Source: an optimization exercise on an open RTL-to-GDS flow (aim: a short achievable clock period and few clock cycles). Production flows keep margins and buffers that such runs may drop.
Function was checked by simulation only, so behaviour that the tests miss may differ from the original.
Power is estimated from default activity; no workload was simulated.

<file path="design/flow/design.v">
package mipsIsaPkg;
	localparam int XLEN       = 32;
	localparam int REG_ADDR_W = 5;
	localparam int OPCODE_MSB = 31;
	localparam int OPCODE_LSB = 26;
	localparam int RS_MSB     = 25;
	localparam int RS_LSB     = 21;
	localparam int RT_MSB     = 20;
	localparam int RT_LSB     = 16;
	localparam int RD_MSB     = 15;
	localparam int RD_LSB     = 11;
	localparam int SHAMT_MSB  = 10;
	localparam int SHAMT_LSB  = 6;
	localparam int FUNCT_MSB  = 5;
	localparam int FUNCT_LSB  = 0;
	localparam int IMM_MSB    = 15;
	localparam int IMM_LSB    = 0;
	typedef enum logic [OPCODE_MSB:OPCODE_LSB] {
		OP_RTYPE = 6'h00,
		OP_BEQ   = 6'h04,
		OP_BNE   = 6'h05,
		OP_ADDI  = 6'h08,
		OP_ORI   = 6'h0d,
		OP_LW    = 6'h23,
		OP_SW    = 6'h2b
	} opcodeE;
	typedef enum logic [FUNCT_MSB:FUNCT_LSB] {
		F_ADD = 6'h20,
		F_SUB = 6'h22,
		F_AND = 6'h24,
		F_OR  = 6'h25,
		F_SLT = 6'h2a
	} functE;
	typedef struct packed {
		logic [OPCODE_MSB:OPCODE_LSB] opcode;
		logic [RS_MSB:RS_LSB]         rs;
		logic [RT_MSB:RT_LSB]         rt;
		logic [RD_MSB:RD_LSB]         rd;
		logic [SHAMT_MSB:SHAMT_LSB]   shamt;
		logic [FUNCT_MSB:FUNCT_LSB]   funct;
	} rFormatT;
	typedef struct packed {
		logic [OPCODE_MSB:OPCODE_LSB] opcode;
		logic [RS_MSB:RS_LSB]         rs;
		logic [RT_MSB:RT_LSB]         rt;
		logic [IMM_MSB:IMM_LSB]       imm;
	} iFormatT;
	typedef union packed {
		rFormatT          r;
		iFormatT          i;
		logic [XLEN-1:0]  word;
	} instrT;
endpackage
package mipsPipePkg;
	localparam int XLEN       = 32;
	localparam int REG_ADDR_W = 5;
	localparam int DMEM_WORDS = 64;
	typedef enum logic [2:0] {
		ALU_ADD = 3'd0,
		ALU_SUB = 3'd1,
		ALU_AND = 3'd2,
		ALU_OR  = 3'd3,
		ALU_SLT = 3'd4
	} aluOpE;
	typedef enum logic [1:0] {
		FWD_NONE = 2'd0,
		FWD_MEM  = 2'd1,
		FWD_WB   = 2'd2
	} fwdSelE;
	typedef struct packed {
		logic  regWrite;
		logic  memRead;
		logic  memWrite;
		logic  memToReg;
		logic  aluSrcImm;
		logic  branch;
		logic  branchNe;
		aluOpE aluOp;
	} ctrlT;
	typedef struct packed {
		logic                                  valid;
		ctrlT                                  ctrl;
		logic [REG_ADDR_W-1:0]     rs;
		logic [REG_ADDR_W-1:0]     rt;
		logic [REG_ADDR_W-1:0]     dest;
		logic [XLEN-1:0]           rsVal;
		logic [XLEN-1:0]           rtVal;
		logic [XLEN-1:0]           imm;
		logic [XLEN-1:0]           pc4;
	} idExT;
	typedef struct packed {
		logic                                  valid;
		ctrlT                                  ctrl;
		logic [REG_ADDR_W-1:0]     dest;
		logic [XLEN-1:0]           aluResult;
		logic [XLEN-1:0]           storeData;
	} exMemT;
	typedef struct packed {
		logic                                  valid;
		logic                                  regWrite;
		logic                                  memToReg;
		logic [REG_ADDR_W-1:0]     dest;
		logic [XLEN-1:0]           aluResult;
		logic [XLEN-1:0]           loadData;
	} memWbT;
endpackage
module mipsDecoder (
	input  mipsIsaPkg::instrT           instr_i,
	output mipsPipePkg::ctrlT           ctrl_o,
	output logic [mipsIsaPkg::XLEN-1:0] imm_o
);
	mipsIsaPkg::opcodeE opcode;
	mipsIsaPkg::functE  funct;
	assign opcode = mipsIsaPkg::opcodeE'(instr_i.r.opcode);
	assign funct  = mipsIsaPkg::functE'(instr_i.r.funct);
	always_comb
	begin
		ctrl_o = '0;
		imm_o  = {{(mipsIsaPkg::XLEN - mipsIsaPkg::IMM_MSB - 1){instr_i.i.imm[mipsIsaPkg::IMM_MSB]}},
			instr_i.i.imm};
		case (opcode)
			mipsIsaPkg::OP_RTYPE:
			begin
				ctrl_o.regWrite = 1'b1;
				case (funct)
					mipsIsaPkg::F_ADD: ctrl_o.aluOp = mipsPipePkg::ALU_ADD;
					mipsIsaPkg::F_SUB: ctrl_o.aluOp = mipsPipePkg::ALU_SUB;
					mipsIsaPkg::F_AND: ctrl_o.aluOp = mipsPipePkg::ALU_AND;
					mipsIsaPkg::F_OR:  ctrl_o.aluOp = mipsPipePkg::ALU_OR;
					mipsIsaPkg::F_SLT: ctrl_o.aluOp = mipsPipePkg::ALU_SLT;
					default:           ctrl_o = '0;
				endcase
			end
			mipsIsaPkg::OP_ADDI:
			begin
				ctrl_o.regWrite  = 1'b1;
				ctrl_o.aluSrcImm = 1'b1;
				ctrl_o.aluOp     = mipsPipePkg::ALU_ADD;
			end
			mipsIsaPkg::OP_ORI:
			begin
				ctrl_o.regWrite  = 1'b1;
				ctrl_o.aluSrcImm = 1'b1;
				ctrl_o.aluOp     = mipsPipePkg::ALU_OR;
				imm_o            = {{(mipsIsaPkg::XLEN - mipsIsaPkg::IMM_MSB - 1){1'b0}},
					instr_i.i.imm};
			end
			mipsIsaPkg::OP_LW:
			begin
				ctrl_o.regWrite  = 1'b1;
				ctrl_o.memRead   = 1'b1;
				ctrl_o.memToReg  = 1'b1;
				ctrl_o.aluSrcImm = 1'b1;
				ctrl_o.aluOp     = mipsPipePkg::ALU_ADD;
			end
			mipsIsaPkg::OP_SW:
			begin
				ctrl_o.memWrite  = 1'b1;
				ctrl_o.aluSrcImm = 1'b1;
				ctrl_o.aluOp     = mipsPipePkg::ALU_ADD;
			end
			mipsIsaPkg::OP_BEQ:
			begin
				ctrl_o.branch = 1'b1;
				ctrl_o.aluOp  = mipsPipePkg::ALU_SUB;
			end
			mipsIsaPkg::OP_BNE:
			begin
				ctrl_o.branch   = 1'b1;
				ctrl_o.branchNe = 1'b1;
				ctrl_o.aluOp    = mipsPipePkg::ALU_SUB;
			end
			default: ctrl_o = '0;
		endcase
	end
endmodule
module mipsRegFile (
	input  logic                                clk_i,
	input  logic                                rst_i,
	input  logic                                we_i,
	input  logic [mipsIsaPkg::REG_ADDR_W-1:0]   wAddr_i,
	input  logic [mipsIsaPkg::XLEN-1:0]         wData_i,
	input  logic [mipsIsaPkg::REG_ADDR_W-1:0]   rAddrA_i,
	input  logic [mipsIsaPkg::REG_ADDR_W-1:0]   rAddrB_i,
	output logic [mipsIsaPkg::XLEN-1:0]         rDataA_o,
	output logic [mipsIsaPkg::XLEN-1:0]         rDataB_o
);
	logic [mipsIsaPkg::XLEN-1:0] regs [2**mipsIsaPkg::REG_ADDR_W];
	always_ff @(posedge clk_i)
	begin
		if (rst_i)
		begin
			for (int i = 0; i < 2**mipsIsaPkg::REG_ADDR_W; i++)
				regs[i] <= '0;
		end
		else if (we_i && wAddr_i != '0)
			regs[wAddr_i] <= wData_i;
	end
	assign rDataA_o = (we_i && wAddr_i != '0 && wAddr_i == rAddrA_i) ? wData_i : regs[rAddrA_i];
	assign rDataB_o = (we_i && wAddr_i != '0 && wAddr_i == rAddrB_i) ? wData_i : regs[rAddrB_i];
endmodule
module mipsHazardUnit (
	input  logic [mipsIsaPkg::REG_ADDR_W-1:0] idRs_i,
	input  logic [mipsIsaPkg::REG_ADDR_W-1:0] idRt_i,
	input  mipsPipePkg::idExT                 idEx_i,
	input  mipsPipePkg::exMemT                exMem_i,
	input  mipsPipePkg::memWbT                memWb_i,
	input  logic                              branchTaken_i,
	output logic                              stall_o,
	output logic                              flush_o,
	output mipsPipePkg::fwdSelE               fwdA_o,
	output mipsPipePkg::fwdSelE               fwdB_o
);
	logic memWrites;
	logic wbWrites;
	assign memWrites = exMem_i.valid && exMem_i.ctrl.regWrite && exMem_i.dest != '0;
	assign wbWrites  = memWb_i.valid && memWb_i.regWrite && memWb_i.dest != '0;
	function automatic logic [1:0] selectSrc(
		input logic [mipsIsaPkg::REG_ADDR_W-1:0] src
	);
		if (memWrites && exMem_i.dest == src)
			selectSrc = mipsPipePkg::FWD_MEM;
		else if (wbWrites && memWb_i.dest == src)
			selectSrc = mipsPipePkg::FWD_WB;
		else
			selectSrc = mipsPipePkg::FWD_NONE;
	endfunction
	always_comb
	begin
		fwdA_o = mipsPipePkg::fwdSelE'(selectSrc(idEx_i.rs));
		fwdB_o = mipsPipePkg::fwdSelE'(selectSrc(idEx_i.rt));
	end
	assign stall_o = idEx_i.valid && idEx_i.ctrl.memRead && idEx_i.dest != '0
		&& (idEx_i.dest == idRs_i || idEx_i.dest == idRt_i);
	assign flush_o = branchTaken_i;
endmodule
module mipsExecute (
	input  mipsPipePkg::idExT           idEx_i,
	input  logic [mipsIsaPkg::XLEN-1:0] memFwd_i,
	input  logic [mipsIsaPkg::XLEN-1:0] wbFwd_i,
	input  mipsPipePkg::fwdSelE         fwdA_i,
	input  mipsPipePkg::fwdSelE         fwdB_i,
	output logic [mipsIsaPkg::XLEN-1:0] aluResult_o,
	output logic [mipsIsaPkg::XLEN-1:0] storeData_o,
	output logic                        branchTaken_o,
	output logic [mipsIsaPkg::XLEN-1:0] branchTarget_o
);
	logic [mipsIsaPkg::XLEN-1:0] opA;
	logic [mipsIsaPkg::XLEN-1:0] rtFwd;
	logic [mipsIsaPkg::XLEN-1:0] opB;
	logic                        operandsEqual;
	function automatic logic [mipsIsaPkg::XLEN-1:0] fwdMux(
		input mipsPipePkg::fwdSelE         sel,
		input logic [mipsIsaPkg::XLEN-1:0] regVal,
		input logic [mipsIsaPkg::XLEN-1:0] memVal,
		input logic [mipsIsaPkg::XLEN-1:0] wbVal
	);
		case (sel)
			mipsPipePkg::FWD_MEM: fwdMux = memVal;
			mipsPipePkg::FWD_WB:  fwdMux = wbVal;
			default:              fwdMux = regVal;
		endcase
	endfunction
	assign opA   = fwdMux(fwdA_i, idEx_i.rsVal, memFwd_i, wbFwd_i);
	assign rtFwd = fwdMux(fwdB_i, idEx_i.rtVal, memFwd_i, wbFwd_i);
	assign opB   = idEx_i.ctrl.aluSrcImm ? idEx_i.imm : rtFwd;
	assign storeData_o = rtFwd;
	always_comb
	begin
		case (idEx_i.ctrl.aluOp)
			mipsPipePkg::ALU_ADD: aluResult_o = opA + opB;
			mipsPipePkg::ALU_SUB: aluResult_o = opA - opB;
			mipsPipePkg::ALU_AND: aluResult_o = opA & opB;
			mipsPipePkg::ALU_OR:  aluResult_o = opA | opB;
			mipsPipePkg::ALU_SLT:
				aluResult_o = {{(mipsIsaPkg::XLEN - 1){1'b0}}, $signed(opA) < $signed(opB)};
			default:              aluResult_o = '0;
		endcase
	end
	assign operandsEqual = (opA == rtFwd);
	assign branchTaken_o = idEx_i.valid && idEx_i.ctrl.branch
		&& (idEx_i.ctrl.branchNe ? !operandsEqual : operandsEqual);
	assign branchTarget_o = idEx_i.pc4 + {idEx_i.imm[mipsIsaPkg::XLEN-3:0], 2'b00};
endmodule
module mipsDataMem #(
	parameter int DEPTH = mipsPipePkg::DMEM_WORDS
) (
	input  logic                        clk_i,
	input  logic                        rst_i,
	input  logic                        we_i,
	input  logic [mipsIsaPkg::XLEN-1:0] addr_i,
	input  logic [mipsIsaPkg::XLEN-1:0] wData_i,
	output logic [mipsIsaPkg::XLEN-1:0] rData_o
);
	logic [mipsIsaPkg::XLEN-1:0] mem [DEPTH];
	logic [$clog2(DEPTH)-1:0]    wordIdx;
	assign wordIdx = addr_i[2 +: $clog2(DEPTH)];
	always_ff @(posedge clk_i)
	begin
		if (rst_i)
		begin
			for (int i = 0; i < DEPTH; i++)
				mem[i] <= '0;
		end
		else if (we_i)
			mem[wordIdx] <= wData_i;
	end
	assign rData_o = mem[wordIdx];
endmodule
module mipsCore (
	input  logic                              clk_i,
	input  logic                              rst_i,
	output logic [mipsIsaPkg::XLEN-1:0]       imemAddr_o,
	input  mipsIsaPkg::instrT                 imemInstr_i,
	output logic                              wbValid_o,
	output logic [mipsIsaPkg::REG_ADDR_W-1:0] wbReg_o,
	output logic [mipsIsaPkg::XLEN-1:0]       wbData_o
);
	logic [mipsIsaPkg::XLEN-1:0] pc;
	logic [mipsIsaPkg::XLEN-1:0] pc4;
	logic [mipsIsaPkg::XLEN-1:0] pcNext;
	logic                        ifIdValid;
	mipsIsaPkg::instrT           ifIdInstr;
	logic [mipsIsaPkg::XLEN-1:0] ifIdPc4;
	mipsPipePkg::ctrlT           decCtrl;
	logic [mipsIsaPkg::XLEN-1:0] decImm;
	logic [mipsIsaPkg::XLEN-1:0] rfDataA;
	logic [mipsIsaPkg::XLEN-1:0] rfDataB;
	mipsPipePkg::idExT           idExNext;
	mipsPipePkg::idExT           idEx;
	mipsPipePkg::exMemT          exMemNext;
	mipsPipePkg::exMemT          exMem;
	mipsPipePkg::memWbT          memWbNext;
	mipsPipePkg::memWbT          memWb;
	logic                        stall;
	logic                        flush;
	mipsPipePkg::fwdSelE         fwdA;
	mipsPipePkg::fwdSelE         fwdB;
	logic [mipsIsaPkg::XLEN-1:0] aluResult;
	logic [mipsIsaPkg::XLEN-1:0] storeData;
	logic                        branchTaken;
	logic [mipsIsaPkg::XLEN-1:0] branchTarget;
	logic [mipsIsaPkg::XLEN-1:0] dmemRData;
	logic [mipsIsaPkg::XLEN-1:0] wbData;
	logic                        rfWe;
	assign pc4        = pc + mipsIsaPkg::XLEN'(4);
	assign pcNext     = branchTaken ? branchTarget : pc4;
	assign imemAddr_o = pc;
	always_ff @(posedge clk_i)
	begin
		if (rst_i)
			pc <= '0;
		else if (!stall)
			pc <= pcNext;
	end
	always_ff @(posedge clk_i)
	begin
		if (rst_i || flush)
		begin
			ifIdValid <= 1'b0;
			ifIdInstr <= '0;
			ifIdPc4   <= '0;
		end
		else if (!stall)
		begin
			ifIdValid <= 1'b1;
			ifIdInstr <= imemInstr_i;
			ifIdPc4   <= pc4;
		end
	end
	mipsDecoder i_decoder (
		.instr_i (ifIdInstr),
		.ctrl_o  (decCtrl),
		.imm_o   (decImm)
	);
	mipsRegFile i_regFile (
		.clk_i    (clk_i),
		.rst_i    (rst_i),
		.we_i     (rfWe),
		.wAddr_i  (memWb.dest),
		.wData_i  (wbData),
		.rAddrA_i (ifIdInstr.r.rs),
		.rAddrB_i (ifIdInstr.r.rt),
		.rDataA_o (rfDataA),
		.rDataB_o (rfDataB)
	);
	always_comb
	begin
		idExNext.valid = ifIdValid;
		idExNext.ctrl  = decCtrl;
		idExNext.rs    = ifIdInstr.r.rs;
		idExNext.rt    = ifIdInstr.r.rt;
		idExNext.dest  = decCtrl.aluSrcImm ? ifIdInstr.r.rt : ifIdInstr.r.rd;
		idExNext.rsVal = rfDataA;
		idExNext.rtVal = rfDataB;
		idExNext.imm   = decImm;
		idExNext.pc4   = ifIdPc4;
	end
	always_ff @(posedge clk_i)
	begin
		if (rst_i || flush || stall)
			idEx <= '0;
		else
			idEx <= idExNext;
	end
	mipsHazardUnit i_hazardUnit (
		.idRs_i        (ifIdInstr.r.rs),
		.idRt_i        (ifIdInstr.r.rt),
		.idEx_i        (idEx),
		.exMem_i       (exMem),
		.memWb_i       (memWb),
		.branchTaken_i (branchTaken),
		.stall_o       (stall),
		.flush_o       (flush),
		.fwdA_o        (fwdA),
		.fwdB_o        (fwdB)
	);
	mipsExecute i_execute (
		.idEx_i         (idEx),
		.memFwd_i       (exMem.aluResult),
		.wbFwd_i        (wbData),
		.fwdA_i         (fwdA),
		.fwdB_i         (fwdB),
		.aluResult_o    (aluResult),
		.storeData_o    (storeData),
		.branchTaken_o  (branchTaken),
		.branchTarget_o (branchTarget)
	);
	always_comb
	begin
		exMemNext.valid     = idEx.valid;
		exMemNext.ctrl      = idEx.ctrl;
		exMemNext.dest      = idEx.dest;
		exMemNext.aluResult = aluResult;
		exMemNext.storeData = storeData;
	end
	always_ff @(posedge clk_i)
	begin
		if (rst_i)
			exMem <= '0;
		else
			exMem <= exMemNext;
	end
	mipsDataMem #(
		.DEPTH (mipsPipePkg::DMEM_WORDS)
	) i_dataMem (
		.clk_i   (clk_i),
		.rst_i   (rst_i),
		.we_i    (exMem.valid && exMem.ctrl.memWrite),
		.addr_i  (exMem.aluResult),
		.wData_i (exMem.storeData),
		.rData_o (dmemRData)
	);
	always_comb
	begin
		memWbNext.valid     = exMem.valid;
		memWbNext.regWrite  = exMem.ctrl.regWrite;
		memWbNext.memToReg  = exMem.ctrl.memToReg;
		memWbNext.dest      = exMem.dest;
		memWbNext.aluResult = exMem.aluResult;
		memWbNext.loadData  = dmemRData;
	end
	always_ff @(posedge clk_i)
	begin
		if (rst_i)
			memWb <= '0;
		else
			memWb <= memWbNext;
	end
	assign wbData = memWb.memToReg ? memWb.loadData : memWb.aluResult;
	assign rfWe   = memWb.valid && memWb.regWrite;
	assign wbValid_o = rfWe && memWb.dest != '0;
	assign wbReg_o   = memWb.dest;
	assign wbData_o  = wbData;
endmodule
</file>
<file path="design/flow/run.sh">
#!/bin/bash
# synth_recipe.tcl (not shown) runs the flow's synth.tcl, then flattens the netlist and writes it again
# the make line also repeats each setting of config.mk as NAME=value (left out here)
make -C /OpenROAD-flow-scripts/flow DESIGN_CONFIG=/design/flow/config.mk WORK_HOME=/design/flow/orfs CLKGATE_MAP_FILE= SYNTH_SCRIPT=/design/flow/synth_recipe.tcl finish
</file>
<file path="design/flow/config.mk">
export PLATFORM = sky130hd
export DESIGN_NAME = mipsCore
export DESIGN_NICKNAME = mipsCore
export VERILOG_FILES = /design/flow/design.v
export SDC_FILE = /design/flow/constraint.sdc
export NUM_CORES = 4
export LEC_CHECK = 0
export CAP_MARGIN = 20
export CORE_MARGIN = 2
export CORE_UTILIZATION = 25
export PLACE_DENSITY = 0.5
export SLEW_MARGIN = 20
</file>
<file path="design/flow/constraint.sdc">
create_clock -name core_clock -period 7.5 [get_ports {clk_i}]
set_input_delay 1.5000 -clock core_clock [delete_from_list [all_inputs] [get_ports {clk_i}]]
set_output_delay 1.5000 -clock core_clock [all_outputs]
set_load 0.01 [all_outputs]
</file>
==> impl_results.md <==
* Top cells by count, synth: edfxtp_1 (3072), and2_1 (2116), nor2_1 (1237)
* H-tree levels at 5
* Vias in the first global route at 103332
* Gr usage total at 0.1861
* Area grow syn2layout at 14.71%
* Critical-path maximum fanout at 20
* CTS tree: yes
* Io pins at around 100
* Die Area at ~0.65 mm²
* Total grt overflow at 0
* Synth Area in XOR/XNOR at 0.007199
* Post-synthesis sequential area ratio at 0.6171
* Root buffer cell: clkbuf_16
* Postcts setup bufs at 0
* Hold-fix buffers at CTS at 0
* Slowest Stage Delay on Critical Path at 660 ps
* Post-route DRC at 0
* Clock buffer depth at 4
* DP Worst Slack at 957.7 ps
* CP Class: flip-flop to flip-flop
* Largest family of logic cells by synthesized area: simple AND/OR/NAND/NOR gates
* Final min period at 6680 ps
* Arr. time, crit path at 7520 ps
* Crit path max-delay cell type: dfxtp_1
* Slew HR at 0.1058
* Clk latency of the worst-skew pair at ~1000 ps
* I/O Buffers at approximately 100
* Worst Setup Start Kind: flip-flop
* Initial antenna violation count at a little under 60
* Crit path cell chain: nor3_2 > a211oi_1 > nand2_4 > buf_4 > mux2i_1 > o21ai_0 > nor2_1 > a21oi_1 > fa_1 > o21bai_1 > a21oi_1 > o21ai_0 > nand2_1 > nor2_1 > or3_1 > a211o_1 > a211oi_1 > o21ai_0 > and3_1 > nor3_1 > a21oi_1
* Worst hold path type: flip-flop to flip-flop
* CTS resizes at 0
* First-pass GRT wire length at 871000 µm
* Drt wl/cell at ~30 µm
* Area contributors post-synth: edfxtp_1 (57%), mux4_2 (8.9%), and2_1 (8.2%), dfxtp_1 (4.7%), nor2_1 (2.9%)
* Adder-cell share of the synthesized area at 0.01042
* Yosys top cell area share at 0.5701
* FMAX at 149.7 MHz
* Nets at roughly 12000
* First-pass DRT Iterations at 8
* Final worst setup slack at 819.7 ps
* Mux cell area share after synthesis at 0.09532
* Flops & latches, synth at 3452
* Syn Area/Cell at 13.28 µm²
* Vias per std cell at 5.140
* Max-slew violation count at 0
* Detail Route Antenna Nets at 0
* CP required at 8340 ps
* Synth Area in Compound Gates at 0.09597
* Die X at 808.5 µm
* Row count at just under 300
* Lkg Pwr at 62.07 nW
* Setup TNS Final at 0 ps
* CORE AREA at 0.6452 mm²
* Initial core utilization at 0.2508
* Number of max-cap violations at 0
* Worst slew pin tran at 1327 ps
* Cell with the most instances after synthesis: edfxtp_1
* Sink Count at approximately 3500
* Fillers at ~65000
* Largest net degree at the start of global routing at approximately 110
* Simple-gate area share of the yosys netlist at 0.1400
* Via Count at 107110
* Layout cells sized above 1 at 0.1636
* Status: finished clean
* DR iter-0 viols at 13851
* Cell taking the most area after synthesis: edfxtp_1
* Fin Hold WS at 435.7 ps
* Peak VDD IR at 0.1738 mV
* Hold Fails Final Rpt at 0
* Crit path capture type: flip-flop
* Cts bufs inserted at 363
* Syn Std Cell Area at approximately 0.16 mm²
* EDFF count, synth at 3072
* Die Y at 808.5 µm
* Clock Pin Slew Worst Setup and Hold Paths at ~60 ps
* Synth Flop Type: edfxtp_1
* Synth warn at 6
* Final HPWL DP at 373100 µm
* Detailed Route WL at 631500 µm
* Fin crit share at 0.8907
* GPL Wtd Cong at between 0.8 and 0.9
* Fraction of registers with async set/reset at 0
* Final setup fails at 0
* RSZ-0062 raised after global routing: no
* Cell Pwr Density at 244.5 mW/mm²
* Setup Skew at 67.75 ps
* Yosys cell types at 82
* Syn Inst Count at 12182
==> final cells by class <==
| cell class | count | area (µm²) | share of cell area |
|---|---|---|---|
| diodes | 43 | 107.6 | 0.0005797 |
| clock buffers | 474 | 9933 | 0.05351 |
| clock inverters | 184 | 1530 | 0.008244 |
| inverters | 141 | 529.3 | 0.002851 |
| multi-input cells | 7356 | 57630 | 0.3105 |
| flip-flops and latches | 3452 | 99940 | 0.5384 |
| well taps | 8613 | 10780 | 0.05806 |
| repair buffers | 574 | 5177 | 0.02789 |
==> through the flow <==
stage	std cells	util	area (µm²)	power [mW]
final	20837	0.2877	185600	45.39
after global routing	20811	0.2876	185600	46.49
after CTS	20794	0.2874	185500	45.46
after detailed placement	20136	0.2697	174000	27.62
after global placement	20134	0.2696	173900	27.62
after floorplan	12213	-	161900	24.96
==> cell families (layout without fill, tap and decap cells) <==
logic type / count (synthesis) / count (layout)
AOI/OAI and AO/OA: 2119 / 2119
xor gates and xnor gates: 133 / 133
adders and majority gates: 133 / 133
buffers and inverters: 1405 / 1373
DFF: 3452 / 3452
muxes: 729 / 729
other: 1 / 75
and+or+nand+nor: 4210 / 4210
==> final timing paths <==
path,startpoint,endpoint,slack [ps],depth (start not counted)
max reg2reg,memWb[67]$_SDFF_PP0_,exMem[62]$_SDFF_PP0_,820,21
min,idEx[150]$_SDFF_PP0_,exMem[76]$_SDFF_PP0_,440,1
max,memWb[67]$_SDFF_PP0_,exMem[62]$_SDFF_PP0_,820,21
min reg2reg,idEx[150]$_SDFF_PP0_,exMem[76]$_SDFF_PP0_,440,1
==> per-layer routing <==
metal / share of wire / wire length [µm] / up-vias / GRT usage
li1: - / - / 44986 / -
met1: 0.41 / 256600 / 55840 / 0.2516
met2: 0.45 / 284600 / 5213 / 0.2900
met3: 0.095 / 60120 / 1057 / 0.03989
met4: 0.048 / 30040 / 14 / 0.07635
met5: 0.00014 / 88 / - / 0
==> flip-flops by register name, summed over array words and instances (netlist names) <==
register and count:
exMem 73, i_dataMem.mem 2048, i_regFile.regs 1024, idEx 138, ifIdInstr 32, ifIdPc4 32
ifIdValid 1, memWb 72, pc 32
==> placed cells by master (no fill, tap or decap), types with 157 or more instances in the layout <==
cell,count
clkbuf_16,373
dfxtp_1,337
buf_4,422
a221oi_1,269
and2_1,2116
nor2_1,1171
mux4_2,640
edfxtp_1,3072
a21oi_1,204
a31oi_1,248
a22oi_1,559
a211oi_1,169
nand2_1,202
nor2b_1,157
a22o_1,233
==> critical path, delay by kind of cell (launching register included) <==
| family | cells | cell delay, ps |
|---|---|---|
| AO/OA/AOI/OAI | 10 | 3260 |
| adder cells (fa/ha/maj) | 1 | 300 |
| buffers and inverters | 1 | 370 |
| flip-flops | 1 | 660 |
| multiplexers | 1 | 250 |
| AND/OR/NAND/NOR | 8 | 1660 |
==> report_power, final <==
part	leakage, nW	switching, mW	internal [mW]
Sequential	34.8	0.509	21.6
Clock	5.63	8.10	9.97
Combinational	21.6	3.67	1.57
Total	62.1	12.3	33.1
Testbench counts, summed over its fixed seeds: cycles 79,322.

static timing again, ports no longer ideal:
No port has a modelled driver above. Below, the same layout with a new extraction and two added sets of constraints. Step 1 sets driving cells, clkbuf_16 on the clock port and buf_2 on the other inputs (assumed; they add their load-dependent delay and slew). Step 2 times the ports against the registers' clock, not the clock port: input delays grow and output delays shrink by t, the midpoint of the rising clock arrivals with the driver on. Slacks: no drivers / after step 1 / after step 2; pairs: no drivers / after step 1.
t, ns: 1.134
setup slack, ns: 0.820 / 0.820 / 0.820
pins driven straight from the clock port: 1
After both steps this run still meets setup and hold. The setup slack of this run moves by 0.000 ns with the drivers and by 0.000 ns with both steps.
